What follows belongs to an exercise in optimizing a design on an open flow for small area, a short achievable clock period and few clock cycles; a production flow would make more cautious choices. RTL that was checked went through simulation tests only; none was proved equivalent to the original. Power and IR drop assume default switching activity.

## cab_bridge_top
module cab_bridge_top (
  input  logic        clk,
  input  logic        rst_n,
  input  logic [31:0] maddr,
  input  logic [63:0] mwdata,
  input  logic [1:0]  mwr,
  input  logic [1:0]  mreq,
  output logic [1:0]  mrdy,
  output logic [1:0]  mdn,
  output logic [63:0] mrdata,
  input  logic [1:0]  srdy,
  input  logic [1:0]  sack,
  input  logic [31:0] sackdata,
  output logic [1:0]  sreq,
  output logic [31:0] sreqdata
);
clock: 7.0 ns
lec_check: 0
cap_margin: 20
core_margin: 2
core_utilization: 65
setup_slack_margin: 3.5
slew_margin: 20
standard.sh (not shown) runs the stock make flow with config.mk's settings and CLKGATE_MAP_FILE= SYNTH_SCRIPT=/design/flow/synth_recipe.tcl, a recipe that flattens the netlist after the stock synthesis.
==> flow/flow/run.sh <==
#!/bin/bash
# standard layout, with plain buffers on the ports instead of the delay cells
# buffer_ports picks, and a clock tree without dummy loads
set -euo pipefail
bash standard.sh "BUFFER_PORTS_ARGS=-buffer_cell sky130_fd_sc_hd__buf_2" \
  "CTS_ARGS=-sink_clustering_enable -repair_clock_nets -dont_use_dummy_load -sink_clustering_size 30 -buf_list sky130_fd_sc_hd__clkbuf_8 -root_buf sky130_fd_sc_hd__clkbuf_16" \
  finish > standard.log 2>&1
Testbench counts at the start, summed over its fixed seeds: cycles 35,874.
Change:
--- a/flow/design.v
+++ b/flow/design.v
@@ -22,12 +22,15 @@
   localparam int DEFAULT_TIMEOUT = 250000;
 endpackage
 `timescale 1ns/1ns
 module cab_bridge #(
   parameter int O_DEPTH = 6,        
   parameter int SLOTS = 1,          
+  parameter int POPR = 0,           
+  parameter int POPW = 0,           
+  parameter int RBLK = 0,           
   parameter int TIMEOUT_CYCLES = 64
 ) (
   input  logic        clk,
   input  logic        rst_n,
   input  logic [31:0] maddr,
   input  logic [63:0] mwdata,
@@ -80,14 +83,14 @@
   logic        o_push;
   logic        w_push;
   logic        acc;
   logic [1:0]  xfer;
   logic [1:0]  lastw;
   for (genvar s = 0; s < 2; s++) begin : g_ok
-    assign okr[s] = ok_q[s] || (srdy[s] && lst_q[s]);
-    assign okw[s] = okw_q[s] || (srdy[1-s] && okwo_q[s]) || (srdy[s] && lstw_q[s]);
+    assign okr[s] = RBLK ? okw[s] : ok_q[s] || (POPR && srdy[s] && lst_q[s]);
+    assign okw[s] = okw_q[s] || (POPW && ((srdy[1-s] && okwo_q[s]) || (srdy[s] && lstw_q[s])));
   end
   for (genvar m = 0; m < 2; m++) begin : g_lane
     assign l_map[m] = maddr[m*16 + 13 +: 3] == 3'b000;
     assign l_sl[m] = maddr[m*16 + 12];
     assign rdy_l[m] = l_sl[m] ? (mwr[m] ? okw[1] : okr[1]) : (mwr[m] ? okw[0] : okr[0]);
     assign l_acc[m] = mreq[m] && rdy_l[m] && l_map[m];
@@ -96,15 +99,15 @@
   assign acc = (mreq[0] && rdy_l[0]) || (mreq[1] && rdy_l[1]);
   assign push[0] = (l_acc[0] && !l_sl[0]) || (l_acc[1] && !l_sl[1]);
   assign push[1] = (l_acc[0] && l_sl[0]) || (l_acc[1] && l_sl[1]);
   assign o_push = l_acc[0] || l_acc[1];
   assign w_push = (l_acc[0] && mwr[0]) || (l_acc[1] && mwr[1]);
   assign m1 = mreq[1];
-  assign a_wr = m1 ? mwr[1] : mwr[0];
-  assign a_ofs = m1 ? maddr[27:18] : maddr[11:2];
-  assign a_wd = m1 ? mwdata[63:32] : mwdata[31:0];
+  assign a_wr = (mreq[0] && mwr[0]) || (mreq[1] && mwr[1]);
+  assign a_ofs = ({10{mreq[0]}} & maddr[11:2]) | ({10{mreq[1]}} & maddr[27:18]);
+  assign a_wd = ({32{mreq[0]}} & mwdata[31:0]) | ({32{mreq[1]}} & mwdata[63:32]);
   for (genvar s = 0; s < 2; s++) begin : g_x
     assign xfer[s] = srdy[s] && cs[s];
     assign lastw[s] = !hw[s] || p2[s];
   end
   logic          hd_s, hd_w;        
   logic          nh_s, nh_w;        
@@ -154,13 +157,13 @@
     assign rd_nz_nx[s] = rd_sent[s] || rd_base != '0;
     assign rd_room_nx[s] = rd_sent[s] ?
         (rd_inc < 2'(SLOTS) || (rd_inc == 2'(SLOTS) && nh_rd[s])) :
         (rd_base < 2'(SLOTS) || (rd_base == 2'(SLOTS) && nh_rd[s]));
     assign rc_base = rtake[s] ? rcnt[s] - 1'b1 : rcnt[s];
     assign rc_inc = rtake[s] ? rcnt[s] : rcnt[s] + 1'b1;
-    assign rcnt_nx[s] = rpush[s] ? rc_inc : rc_base;
+    assign rcnt_nx[s] = (SLOTS > 1) ? (rpush[s] ? rc_inc : rc_base) : {1'b0, rpush[s] || rc_base[0]};
     assign rc_nz_nx[s] = rpush[s] || rc_base != '0;
     assign r_rp_nx[s] = (SLOTS > 1) && (r_rp[s] ^ rtake[s]);
     assign hv_nx[s] = push[s] || (hv[s] && !(xfer[s] && lastw[s]));
     assign hw_nx[s] = push[s] ? a_wr : hw[s];
     assign p1_nx[s] = push[s] ? 1'b0 : xfer[s] ? (hw[s] && !p1[s] && !p2[s]) : p1[s];
     assign p2_nx[s] = push[s] ? 1'b0 : xfer[s] ? p1[s] : p2[s];
Register-to-register slack gains 0.52 ns.
Cell area decreases by a few percent.
Sequential power decreases by a few percent.
Routed wire length decreases by a few percent.
Utilization increases by 1.3 points.
Hold slack gains 0.010 ns.
Via count decreases by a few percent.
Die area decreases by a few percent.
Sequential share of layout area increases by 1.5 points.
Function not checked in the second run of this note: the RTL went through the layout flow alone.


## the baseline
The RTL this note starts from:
==> flow/design.v <==
package cab_bus_pkg;
  typedef logic [15:0] addr_t;
  typedef logic [31:0] data_t;
  typedef logic [15:0] half_t;
  typedef union packed {
    struct packed {
      logic [13:0] offset;
      logic        rsvd;
      logic        wr;
    } hdr;
    half_t data;
  } sreq_word_u;
  typedef enum logic [1:0] {
    send_addr,
    send_wdata_lo,
    send_wdata_hi
  } send_state_t;
endpackage
package cab_map_pkg;
  localparam int CAB_WINDOW = 4096;
  localparam int HDR_OFS_LSB = 2;
  localparam int DEFAULT_TIMEOUT = 250000;
endpackage
`timescale 1ns/1ns
module cab_bridge #(
  parameter int O_DEPTH = 8,        
  parameter int MRDY = 1,           
  parameter int TIMEOUT_CYCLES = 64
) (
  input  logic        clk,
  input  logic        rst_n,
  input  logic [31:0] maddr,
  input  logic [63:0] mwdata,
  input  logic [1:0]  mwr,
  input  logic [1:0]  mreq,
  output logic [1:0]  mrdy,
  output logic [1:0]  mdn,
  output logic [63:0] mrdata,
  input  logic [1:0]  srdy,
  input  logic [1:0]  sack,
  input  logic [31:0] sackdata,
  output logic [1:0]  sreq,
  output logic [31:0] sreqdata
);
  localparam int OP = (O_DEPTH > 1) ? $clog2(O_DEPTH) : 1;
  localparam int CNT_W = $clog2(TIMEOUT_CYCLES + 1);
  logic        cur_m;             
  logic [1:0]  hv;                
  logic [1:0]  hw;                
  logic [9:0]  hofs [2];          
  logic [1:0]  ph [2];            
  logic [1:0]  cs;                
  logic        wbv;               
  logic [31:0] wbuf;
  logic [1:0]  o_mem [O_DEPTH];   
  logic [OP-1:0] o_wp, o_rp;
  logic [OP:0] o_cnt;
  logic [OP:0] wd_cnt [2];        
  logic [1:0]  rd_out [2];        
  logic [1:0]  rcnt [2];          
  logic [1:0]  r_wp, r_rp;        
  logic [1:0]  hsel;              
  logic [31:0] rmem [2][2];
  logic [CNT_W-1:0] t_cnt;
  logic        ans;               
  logic [1:0]  sel [2];           
  logic [1:0]  rdy_q;
  logic        m1;
  logic [15:0] a;
  logic        a_wr;
  logic [31:0] a_wd;
  logic        a_map;
  logic        a_sl;
  logic        acc;
  logic        rdy;
  logic [1:0]  push;
  logic [1:0]  xfer;
  logic [1:0]  lastw;             
  logic [1:0]  free;
  logic        o_room;
  assign m1 = mreq[1];
  assign a = m1 ? maddr[31:16] : maddr[15:0];
  assign a_wr = m1 ? mwr[1] : mwr[0];
  assign a_wd = m1 ? mwdata[63:32] : mwdata[31:0];
  assign a_map = a[15:13] == 3'b000;
  assign a_sl = a[12];
  for (genvar s = 0; s < 2; s++) begin : g_x
    assign xfer[s] = srdy[s] && cs[s];
    assign lastw[s] = !hw[s] || ph[s] == 2'd2;
  end
  always_comb begin
    case (MRDY)
      0: rdy = (a_sl ? (!hv[1] || (xfer[1] && lastw[1])) : (!hv[0] || (xfer[0] && lastw[0]))) &&
               (!a_wr || !wbv || (xfer[0] && hw[0] && ph[0] == 2'd2) || (xfer[1] && hw[1] && ph[1] == 2'd2)) &&
               o_room;
      1: rdy = (a_sl ? !hv[1] : !hv[0]) && (!a_wr || !wbv) && o_room;
      default: rdy = m1 ? rdy_q[1] : rdy_q[0];
    endcase
  end
  assign mrdy = {rdy, rdy};
  assign acc = (|mreq) && rdy;
  assign push[0] = acc && a_map && !a_sl;
  assign push[1] = acc && a_map && a_sl;
  logic [1:0]  hv_nx, hw_nx;
  logic [1:0]  ph_nx [2];
  logic        wbv_nx;
  logic [OP-1:0] o_wp_nx, o_rp_nx;
  logic [OP:0] o_cnt_nx;
  logic        o_push;
  logic        hd_s, hd_w;        
  logic        nh_s, nh_w;        
  logic [1:0]  wpop, rpop;
  logic [1:0]  rpush;
  logic [1:0]  rd_sent, wr_sent;
  logic [OP:0] wd_cnt_nx [2];
  logic [1:0]  rd_out_nx [2];
  logic [1:0]  rcnt_nx [2];
  logic [1:0]  r_rp_nx;
  logic [1:0]  rd_room_nx;
  logic        h_wait;            
  logic        h_wait_nx;
  logic [CNT_W-1:0] t_cnt_nx;
  logic        ans_nx;
  logic [1:0]  cs_nx;
  assign o_push = acc && a_map;
  assign o_room = o_cnt != (OP+1)'(O_DEPTH);
  assign {hd_s, hd_w} = o_mem[o_rp];
  for (genvar s = 0; s < 2; s++) begin : g_nx
    assign rd_sent[s] = xfer[s] && !hw[s];
    assign wr_sent[s] = xfer[s] && hw[s] && ph[s] == 2'd2;
    assign hv_nx[s] = push[s] || (hv[s] && !(xfer[s] && lastw[s]));
    assign hw_nx[s] = push[s] ? a_wr : hw[s];
    assign ph_nx[s] = push[s] || (xfer[s] && lastw[s]) ? 2'd0 :
                      xfer[s] ? ph[s] + 2'd1 : ph[s];
    assign wpop[s] = ans && hd_w && hd_s == s[0];
    assign rpop[s] = ans && !hd_w && hd_s == s[0];
    assign rpush[s] = sack[s] && hsel[s];
    assign wd_cnt_nx[s] = wd_cnt[s] + (OP+1)'(wr_sent[s]) - (OP+1)'(wpop[s]);
    assign rd_out_nx[s] = rd_out[s] + 2'(rd_sent[s]) - 2'(rpop[s]);
    assign rcnt_nx[s] = rcnt[s] + 2'(rpush[s]) - 2'(rpop[s] && rcnt[s] != 2'd0);
    assign r_rp_nx[s] = r_rp[s] ^ (rpop[s] && rcnt[s] != 2'd0);
    assign rd_room_nx[s] = rd_out_nx[s] < 2'd2 ||
                           (rd_out_nx[s] == 2'd2 && o_cnt_nx != '0 && !nh_w && nh_s == s[0]);
    assign cs_nx[s] = hv_nx[s] && (hw_nx[s] || rd_room_nx[s]);
  end
  assign wbv_nx = (acc && a_map && a_wr) || (wbv && !wr_sent[0] && !wr_sent[1]);
  assign o_wp_nx = !o_push ? o_wp : (o_wp == OP'(O_DEPTH - 1)) ? '0 : o_wp + 1'b1;
  assign o_rp_nx = !ans ? o_rp : (o_rp == OP'(O_DEPTH - 1)) ? '0 : o_rp + 1'b1;
  assign o_cnt_nx = o_cnt + (OP+1)'(o_push) - (OP+1)'(ans);
  assign {nh_s, nh_w} = (o_push && o_wp == o_rp_nx) ? {a_sl, a_wr} : o_mem[o_rp_nx];
  assign h_wait = o_cnt != '0 && !hd_w && rd_out[hd_s] != '0 && rcnt[hd_s] == '0;
  assign t_cnt_nx = (h_wait && !ans) ? t_cnt + 1'b1 : '0;
  assign h_wait_nx = o_cnt_nx != '0 && !nh_w && rd_out_nx[nh_s] != '0 && rcnt_nx[nh_s] == '0;
  assign ans_nx = o_cnt_nx != '0 &&
                  (nh_w ? wd_cnt_nx[nh_s] != '0 :
                          rcnt_nx[nh_s] != '0 ||
                          (h_wait_nx && t_cnt_nx == CNT_W'(TIMEOUT_CYCLES - 1)));
  always_ff @(posedge clk or negedge rst_n) begin
    if (!rst_n) begin
      cur_m <= 1'b0;
      hv <= '0;
      cs <= '0;
      wbv <= 1'b0;
      o_wp <= '0;
      o_rp <= '0;
      o_cnt <= '0;
      t_cnt <= '0;
      ans <= 1'b0;
      mdn <= '0;
      r_wp <= '0;
      r_rp <= '0;
      hsel <= '0;
      rdy_q <= '0;
      for (int s = 0; s < 2; s++) begin
        ph[s] <= 2'd0;
        wd_cnt[s] <= '0;
        rd_out[s] <= '0;
        rcnt[s] <= '0;
        sel[s] <= '0;
      end
    end else begin
      if (acc) cur_m <= m1;
      hv <= hv_nx;
      cs <= cs_nx;
      wbv <= wbv_nx;
      o_wp <= o_wp_nx;
      o_rp <= o_rp_nx;
      o_cnt <= o_cnt_nx;
      t_cnt <= t_cnt_nx;
      ans <= ans_nx;
      mdn <= ans_nx ? ((acc ? m1 : cur_m) ? 2'b10 : 2'b01) : 2'b00;
      r_rp <= r_rp_nx;
      for (int s = 0; s < 2; s++) begin
        ph[s] <= ph_nx[s];
        wd_cnt[s] <= wd_cnt_nx[s];
        rd_out[s] <= rd_out_nx[s];
        rcnt[s] <= rcnt_nx[s];
        if (sack[s]) hsel[s] <= !hsel[s];
        if (rpush[s]) r_wp[s] <= !r_wp[s];
        for (int k = 0; k < 2; k++) begin
          sel[s][k] <= ans_nx && !nh_w && nh_s == s[0] && rcnt_nx[s] != '0 && r_rp_nx[s] == k[0];
        end
      end
      for (int m = 0; m < 2; m++) begin
        rdy_q[m] <= o_cnt_nx != (OP+1)'(O_DEPTH) && !wbv_nx &&
                    ((mreq[m] && !acc) ? !hv_nx[maddr[m*16 + 12]] : !hv_nx[0] && !hv_nx[1]);
      end
    end
  end
  always_ff @(posedge clk) begin
    for (int s = 0; s < 2; s++) begin
      if (push[s]) begin
        hw[s] <= a_wr;
        hofs[s] <= a[11:2];
      end
      if (sack[s] && !hsel[s]) rmem[s][r_wp[s]][15:0] <= sackdata[s*16 +: 16];
      if (sack[s] && hsel[s]) rmem[s][r_wp[s]][31:16] <= sackdata[s*16 +: 16];
    end
    if (acc && a_map && a_wr) wbuf <= a_wd;
    if (o_push) o_mem[o_wp] <= {a_sl, a_wr};
  end
  for (genvar s = 0; s < 2; s++) begin : g_out
    assign sreq[s] = srdy[s] && cs[s];
    assign sreqdata[s*16 +: 16] = (ph[s] == 2'd1) ? wbuf[15:0] :
                                  (ph[s] == 2'd2) ? wbuf[31:16] : {4'b0, hofs[s], 1'b0, hw[s]};
  end
  logic [31:0] rd;
  always_comb begin
    rd = '0;
    for (int s = 0; s < 2; s++)
      for (int k = 0; k < 2; k++)
        rd = rd | ({32{sel[s][k]}} & rmem[s][k]);
  end
  assign mrdata = {rd, rd};
endmodule
`timescale 1ns/1ns
module cab_bridge_top (
  input  logic        clk,
  input  logic        rst_n,
  input  logic [31:0] maddr,
  input  logic [63:0] mwdata,
  input  logic [1:0]  mwr,
  input  logic [1:0]  mreq,
  output logic [1:0]  mrdy,
  output logic [1:0]  mdn,
  output logic [63:0] mrdata,
  input  logic [1:0]  srdy,
  input  logic [1:0]  sack,
  input  logic [31:0] sackdata,
  output logic [1:0]  sreq,
  output logic [31:0] sreqdata
);
  cab_bridge u_bridge (.*);
endmodule
==> flow/config.mk <==
export PLATFORM = sky130hd
export DESIGN_NAME = cab_bridge_top
export DESIGN_NICKNAME = cab_bridge_top
export VERILOG_FILES = /design/flow/design.v
export SDC_FILE = /design/flow/constraint.sdc
export NUM_CORES = 4
export LEC_CHECK = 0
export CAP_MARGIN = 20
export CORE_MARGIN = 2
export CORE_UTILIZATION = 40
export SLEW_MARGIN = 20
==> flow/constraint.sdc <==
create_clock -name core_clock -period 7.0 [get_ports {clk}]
set_input_delay 1.4000 -clock core_clock [delete_from_list [all_inputs] [get_ports {clk}]]
set_output_delay 1.4000 -clock core_clock [all_outputs]
set_load 0.01 [all_outputs]
run.sh (not shown) runs the stock make flow with config.mk's settings and CLKGATE_MAP_FILE= SYNTH_SCRIPT=/design/flow/synth_recipe.tcl, a recipe that flattens the netlist after the stock synthesis.
Stock flow here: none of the scripts above is used.
Input changes introduced in the candidate (baseline for comparison: the baseline):
--- a/flow/design.v
+++ b/flow/design.v
@@ -22,11 +22,11 @@
   localparam int DEFAULT_TIMEOUT = 250000;
 endpackage
 `timescale 1ns/1ns
 module cab_bridge #(
   parameter int O_DEPTH = 8,        
-  parameter int MRDY = 1,           
+  parameter int MRDY = 0,           
   parameter int TIMEOUT_CYCLES = 64
 ) (
   input  logic        clk,
   input  logic        rst_n,
   input  logic [31:0] maddr,
Findings:
There was hardly any difference in maximum root-to-sink buffer count between the candidate and the baseline. The placeable core region was comparable across the baseline and the candidate. Between the baseline and the candidate, the utilization of the core after routing does not differ in any meaningful way. Taking the baseline as the reference, in the candidate path depth of the worst reg2reg path rose 3; post-route non-filler standard cell count rose about 1%; number of non-clock inverters in the layout rose 7; total power consumption of the routed design rose 0.72%; number of filler instances in the final layout about even. Summary — critical path buffer and inverter count, the candidate relative to the baseline: lower, by 1. Simple-gate share of the synthesized area: the candidate vs the baseline up 0.39 points. The share of total power consumed by net switching of the candidate and that of the baseline are within noise of each other.
Testbench counts of the candidate, summed over its fixed seeds: cycles 32,600.
Only the layout flow was run in the baseline; the RTL was not checked for function there.

## re-timing with driven ports
In the flow no input, the clock included, has a driving cell. The finished layouts below were timed again as built, in two steps. Step 1, drivers: a clkbuf_16 drives clk and a buf_2 each remaining input, both assumed. Step 2, shift: input delay + t, output delay - t, t = (earliest + latest rising clock arrival at the registers) / 2. This alone moves slack from input paths to output paths. Three values: ideal ports, drivers, drivers and shift; two values: the first two.
| run | shift t [ns] | slack for setup (ns) | worst setup path after step 2 | worst slew at a driven data input, ns |
|---|---|---|---|---|
| the first run of note 1 | 0.412 | 3.235 / 3.186 / 3.059 | input to register | 0.06 |
| the second run of note 1 | 0.405 | 3.459 / 3.403 / 3.238 | input to register | 0.06 |
| the baseline | 0.571 | 2.308 / 2.285 / 2.008 | input to register | 0.10 |
| the candidate | 0.577 | 2.277 / 2.225 / 1.951 | input to register | 0.09 |
After both steps every run listed still meets setup and hold. The setup slack of the candidate, which loses most, moves by -0.052 ns with the drivers and by -0.326 ns with both steps.
